Source: an optimization exercise on an open RTL-to-GDS flow (aim: small area and a short achievable clock period). Production flows keep margins and buffers that such runs may drop. Only simulation tests tie the RTL to the original design; equivalence was not proved.

v18:
Design rgb_to_hsl_converter_core, start of the top module:
module rgb_to_hsl_converter_core #(
  parameter int HUE_BITS = 12
) (
  input  logic                clk,
  input  logic                rst,
  input  logic                start,
  output logic                busy,
  input  logic [23:0]         pixel,
  output logic                done,
  output logic [HUE_BITS-1:0] hue,
  output logic [7:0]          saturation,
  output logic [7:0]          lightness,
  output logic                achromatic
);
For scale: roughly 2400 cells after synthesis, roughly 660 flip-flops, roughly 0.026 mm^2 of cells after synthesis.
Settings: LEC_CHECK=0, CAP_MARGIN=20, CORE_MARGIN=2, CORE_UTILIZATION=40, CTS_CLUSTER_DIAMETER=150, CTS_CLUSTER_SIZE=30, SETUP_SLACK_MARGIN=2.9, SLEW_MARGIN=20; clock period 5.2 ns.
run.sh (not shown) runs the stock make flow with config.mk's settings and CLKGATE_MAP_FILE= SYNTH_SCRIPT=/design/flow/synth_recipe.tcl, a recipe that flattens the netlist after the stock synthesis.
v18: all stages complete, timing, DRC and antenna checks passed
Inputs modified between v18 and v37:
# v18
export LEC_CHECK = 0
export CAP_MARGIN = 20
export CORE_MARGIN = 2
export CORE_UTILIZATION = 40
export CTS_CLUSTER_DIAMETER = 150
export CTS_CLUSTER_SIZE = 30
export SETUP_SLACK_MARGIN = 2.9
export SLEW_MARGIN = 20
create_clock -name core_clock -period 5.2 [get_ports {clk}]
# v37
export LEC_CHECK = 0
export CAP_MARGIN = 20
export CORE_MARGIN = 2
export CORE_UTILIZATION = 40
export SETUP_SLACK_MARGIN = 3.1
export SLEW_MARGIN = 20
create_clock -name core_clock -period 5.2 [get_ports {clk}]
Results
v18 → v37: multi-input logic cell count now sits at about the same level. Going from v18 to v37, the overall via count from detail_route was found to have gone up by about 5.5%. [v37] layout net count rose 4.0% relative to v18. v37 vs v18 on final worst-path cycle share: v37 is the higher one. Sort v37 and v18 by number of buffers other than clock buffers in the final layout asc -> top: v18. Higher max-slew headroom at the worst pin was reported by v37, not v18. Core utilization, v37 and v18: smaller value in v18. Smallest setup slack after layout: v37 worse than v18.
### v37 -> v22
# v37
export LEC_CHECK = 0
export CAP_MARGIN = 20
export CORE_MARGIN = 2
export CORE_UTILIZATION = 40
export SETUP_SLACK_MARGIN = 3.1
export SLEW_MARGIN = 20
create_clock -name core_clock -period 5.2 [get_ports {clk}]
# v22
export LEC_CHECK = 0
export CAP_MARGIN = 20
export CORE_MARGIN = 2
export CORE_UTILIZATION = 40
export SETUP_SLACK_MARGIN = 2.9
export SLEW_MARGIN = 20
create_clock -name core_clock -period 5.2 [get_ports {clk}]
Notes after the runs:
v22 reached the end of the flow, and the finished layout is clean on the timing, DRC and antenna checks. Area: v22 vs v37 -> v22 smaller. Fraction of the cycle the final worst path needs | v22 below v37. [diff] worst setup slack, v22 relative to v37: improvement. Post-detailed-placement cell area (v22 vs. v37) decreases slightly. Against v37, cell count in v22 fell by a few percent. v22 reports a lower met2 routing resource usage after global routing than v37 does.
Relative to v22, the following input files were edited for v8:
# v22
export LEC_CHECK = 0
export CAP_MARGIN = 20
export CORE_MARGIN = 2
export CORE_UTILIZATION = 40
export SETUP_SLACK_MARGIN = 2.9
export SLEW_MARGIN = 20
create_clock -name core_clock -period 5.2 [get_ports {clk}]
# v8
export LEC_CHECK = 0
export CAP_MARGIN = 20
export CORE_MARGIN = 2
export CORE_UTILIZATION = 40
export CTS_BUF_LIST = sky130_fd_sc_hd__clkbuf_8
export CTS_CLUSTER_SIZE = 20
export SETUP_SLACK_MARGIN = 2.9
export SLEW_MARGIN = 20
create_clock -name core_clock -period 5.2 [get_ports {clk}]
--- outcome ---
- Relative to v22, actual transition at the worst max-transition pin has decreased by 0.055 ns in v8.
- v8 vs. v22: total length of routed wires went up by about 1.1%.

==> static timing again, ports no longer ideal <==
Ports are ideal in the flow. The routed layouts listed here were re-timed in OpenROAD.
Step 1 assumes that a clkbuf_16 drives the clock port and a buf_2 every other input.
Step 2 adds t to the input delays and takes it off the output delays; t is the mean of the earliest and latest rising clock arrival at the registers after step 1. Input paths then give back, and output paths get back, about the clock's delay inside the block.
Slacks: ideal / step 1 / step 2; pairs: ideal / step 1.
| run | t (ns) | setup slack, ns | worst setup path after step 2 | clock arrival spread, ns | slew at the worst register clock pin (ns) |
|---|---|---|---|---|---|
| v18 | 0.650 | 2.907 / 2.880 / 2.880 | input to output | 0.023 / 0.022 | 0.11 / 0.11 |
| v37 | 0.655 | 2.852 / 2.852 / 2.852 | register to register | 0.024 / 0.024 | 0.06 / 0.06 |
| v22 | 0.653 | 2.877 / 2.853 / 2.853 | input to output | 0.019 / 0.018 | 0.06 / 0.06 |
| v8 | 0.754 | 2.877 / 2.853 / 2.853 | input to output | 0.053 / 0.053 | 0.06 / 0.06 |
After both steps every run listed still meets setup and hold. The setup slack of v18, which loses most, moves by -0.027 ns with the drivers and by -0.027 ns with both steps.
